This is an optimization exercise on Yosys and OpenROAD, whose aim is small area, a short achievable clock period and few clock cycles, not a production implementation. In this exercise RTL edits were held to simulation tests only and were not proved equivalent to the original.

run A:
==> flow/design.v (excerpt) <==
module jpeg_huffman_decoder_core (
  input  logic          clk,
  input  logic          rst_n,
  input  logic          in_valid,
  output logic          in_stall,
  input  logic [10:0]   in_data,
  output logic          out_valid,
  input  logic          out_stall,
  output logic [24:0]   out_data
);
  logic       h_valid;
  logic [10:0] h_cmd;
  logic       h_pop;
  jhd_front u_front (
    .clk      (clk),
    .rst_n    (rst_n),
    .in_valid (in_valid),
    .in_stall (in_stall),
    .in_data  (in_data),
    .h_valid  (h_valid),
    .h_cmd    (h_cmd),
    .h_pop    (h_pop)
  );
  jhd_back u_back (
    .clk       (clk),
    .rst_n     (rst_n),
    .h_valid   (h_valid),
    .h_cmd     (h_cmd),
    .h_pop     (h_pop),
    .out_valid (out_valid),
    .out_stall (out_stall),
    .out_data  (out_data)
  );
endmodule
Size: roughly 5200 cells after synthesis, roughly 2400 flip-flops, about 0.068 mm² of cells after synthesis.
clock: 7.0 ns
lec_check: 0
cap_margin: 30
core_margin: 2
core_utilization: 45
cts_cluster_diameter: 70
cts_cluster_size: 24
place_density: 0.6
setup_slack_margin: 4.1
slew_margin: 40
run.sh (not shown) runs the stock make flow with config.mk's settings and CLKGATE_MAP_FILE= SYNTH_SCRIPT=/design/flow/synth_recipe.tcl, a recipe that flattens the netlist after the stock synthesis.
Testbench counts of run A, summed over its fixed seeds: cycles 47,721.
Input changes introduced in run C (baseline for comparison: run A):
--- a/flow/design.v
+++ b/flow/design.v
@@ -86,17 +86,17 @@
   logic        lcnt_r, lsym_r, ready_r;    
   logic [7:0]  idx_r;                      
   logic [9:0]  room_r;                     
   logic [8:0]  tl_r;                       
   logic        tlbig_r;                    
   logic        over_r;
   logic [4:0]  rot_r;                      
   logic [3:0]  crot_r;                     
-  logic [15:0] nx_r;                       
+  logic [3:0]  nx_r;                       
   logic [8:0]  x_r;                        
   logic [8:0]  offs_r;                     
   logic [3:0]  len_r;
   logic [7:0]  ccur_r;                     
   logic [7:0]  c0_r;                       
   logic          wc_r;
   logic [NR-1:0] ws_r;
   logic [7:0]    wdata_r;
@@ -110,17 +110,20 @@
   logic [NR-1:0] bring_r;                  
   logic [7:0]    osym_r;
   logic [4:0]    olen_r;
   logic [8:0]    obytes_r;
   logic [NR-1:0][7:0] cand;
   logic [7:0]         sym;
   logic [16*8-1:0]    crg;
   logic [7:0]         cnx;
+  logic [15:0]        nx_oh;
   always_comb begin
+    nx_oh = '0;
+    nx_oh[nx_r] = 1'b1;
     sym = '0;
     for (int r = 0; r < NR; r++) sym = sym | (cand[r] & {8{bring_r[r]}});
   end
   for (genvar r = 0; r < NR; r++) begin : g_ring
     logic [RL*8-1:0] rg;
     always_ff @(posedge clk) begin
       rg <= {rg[RL*8-9:0], ws_r[r] ? wdata_r : rg[RL*8-1 -: 8]};
     end
@@ -135,17 +138,17 @@
   always_ff @(posedge clk) begin
     crg <= {crg[16*8-9:0], wc_r ? wdata_r : crg[16*8-1 -: 8]};
   end
   for (genvar b = 0; b < 8; b++) begin : g_cbit
     logic [15:0] col;
     for (genvar j = 0; j < 16; j++) begin : g_e
       assign col[j] = crg[j*8+b];
     end
-    assign cnx[b] = |(col & nx_r);
+    assign cnx[b] = |(col & nx_oh);
   end
   logic        k_clear, k_byte, k_bit;
   logic [7:0]  d;
   logic        b;
   logic        advance;
   logic        go;
   logic        fire;
   logic        is_cnt, is_sym;
@@ -299,40 +302,33 @@
         len_r  <= 4'd0;
       end else if (dec_inc) begin
         x_r    <= {x_r[8] | xd[8], xd[7:0]};
         offs_r <= offs_r + {1'b0, ccur_r};
         len_r  <= len_r + 4'd1;
       end
     end
   end
-  logic [3:0]  nx_rst;
-  logic [15:0] nx_rst_oh;
-  always_comb begin
-    nx_rst = crot_r - 4'd2;
-    nx_rst_oh = '0;
-    nx_rst_oh[nx_rst] = 1'b1;
-  end
   always_ff @(posedge clk) begin
     wdata_r <= d;
     crot_r  <= crot_r + 4'd1;
     rot_r   <= rot_r + 5'd1;
     if (fire && is_sym && idx_r == 8'd0) rot_r <= 5'd1;
     if (cnt0) begin
       crot_r <= 4'd1;
-      nx_r   <= 16'h4000;
+      nx_r   <= 4'd14;
       c0_r   <= d;
       ccur_r <= d;
     end else if (dec_reset) begin
-      nx_r   <= nx_rst_oh;
+      nx_r   <= crot_r - 4'd2;
       ccur_r <= c0_r;
     end else if (dec_inc) begin
       ccur_r <= cnx;
     end else begin
-      nx_r   <= {nx_r[14:0], nx_r[15]};
+      nx_r   <= nx_r + 4'd1;
     end
   end
   logic [4:0]    q;
   logic [7:0]    s1;
   logic [RL-1:0] q_oh, j_oh;
   logic [NR-1:0] r0_oh, r1_oh;
   always_comb begin
     q            = rot_r - 5'd1 - as0_r[4:0];
Notes after the runs:
Delta (run C minus run A): total number of vias +1438, shortest clock period the worst path allows after layout +0.10 ns.
Run C: share of the final layout cell area in sequential cells is 0.90 points lower than what run A reported.
The number of cells after detailed placement in run C sits 1.7% above the value recorded for run A.
Changes observed in run C relative to run A: starting utilization of the core area up 0.17 points, hold path depth flat, area of the mapped netlist up 0.61%.
In run C, the number of gates resized after cts came out 3 below the value in run A.
Per the final summary, run C finished and its layout is clean on timing, DRC and antenna.
Relative to run A, the maximum frequency of run C is lower by about 3.4%.
Testbench counts of run C, summed over its fixed seeds: cycles 47,721.

[separate check: timing with driven ports]
The flow's constraints put no driver on any port. The routed layouts listed below were extracted and timed again, unchanged, in two steps. Step 1, drivers: a clkbuf_16 drives clk and a buf_2 each remaining input, both assumed. Step 2 adds t to the input delays and takes it off the output delays; t is the mean of the earliest and latest rising clock arrival at the registers after step 1. Input paths then give back, and output paths get back, about the clock's delay inside the block. Slacks: no drivers / after step 1 / after step 2; pairs: no drivers / after step 1.
run	t, ns	setup WS [ns]	hold slack, ns	clock arrival spread, ns	worst register clock-pin slew, ns
run A	0.841	4.090 / 4.040 / 3.386	0.316 / 0.316 / 0.316	0.070 / 0.070	0.10 / 0.10
run C	0.850	3.988 / 3.908 / 3.573	0.321 / 0.321 / 0.321	0.082 / 0.081	0.10 / 0.10
After both steps every run listed still meets setup and hold. For run A, which loses most, drivers alone change the setup slack by -0.050 ns; drivers and shift together by -0.704 ns.
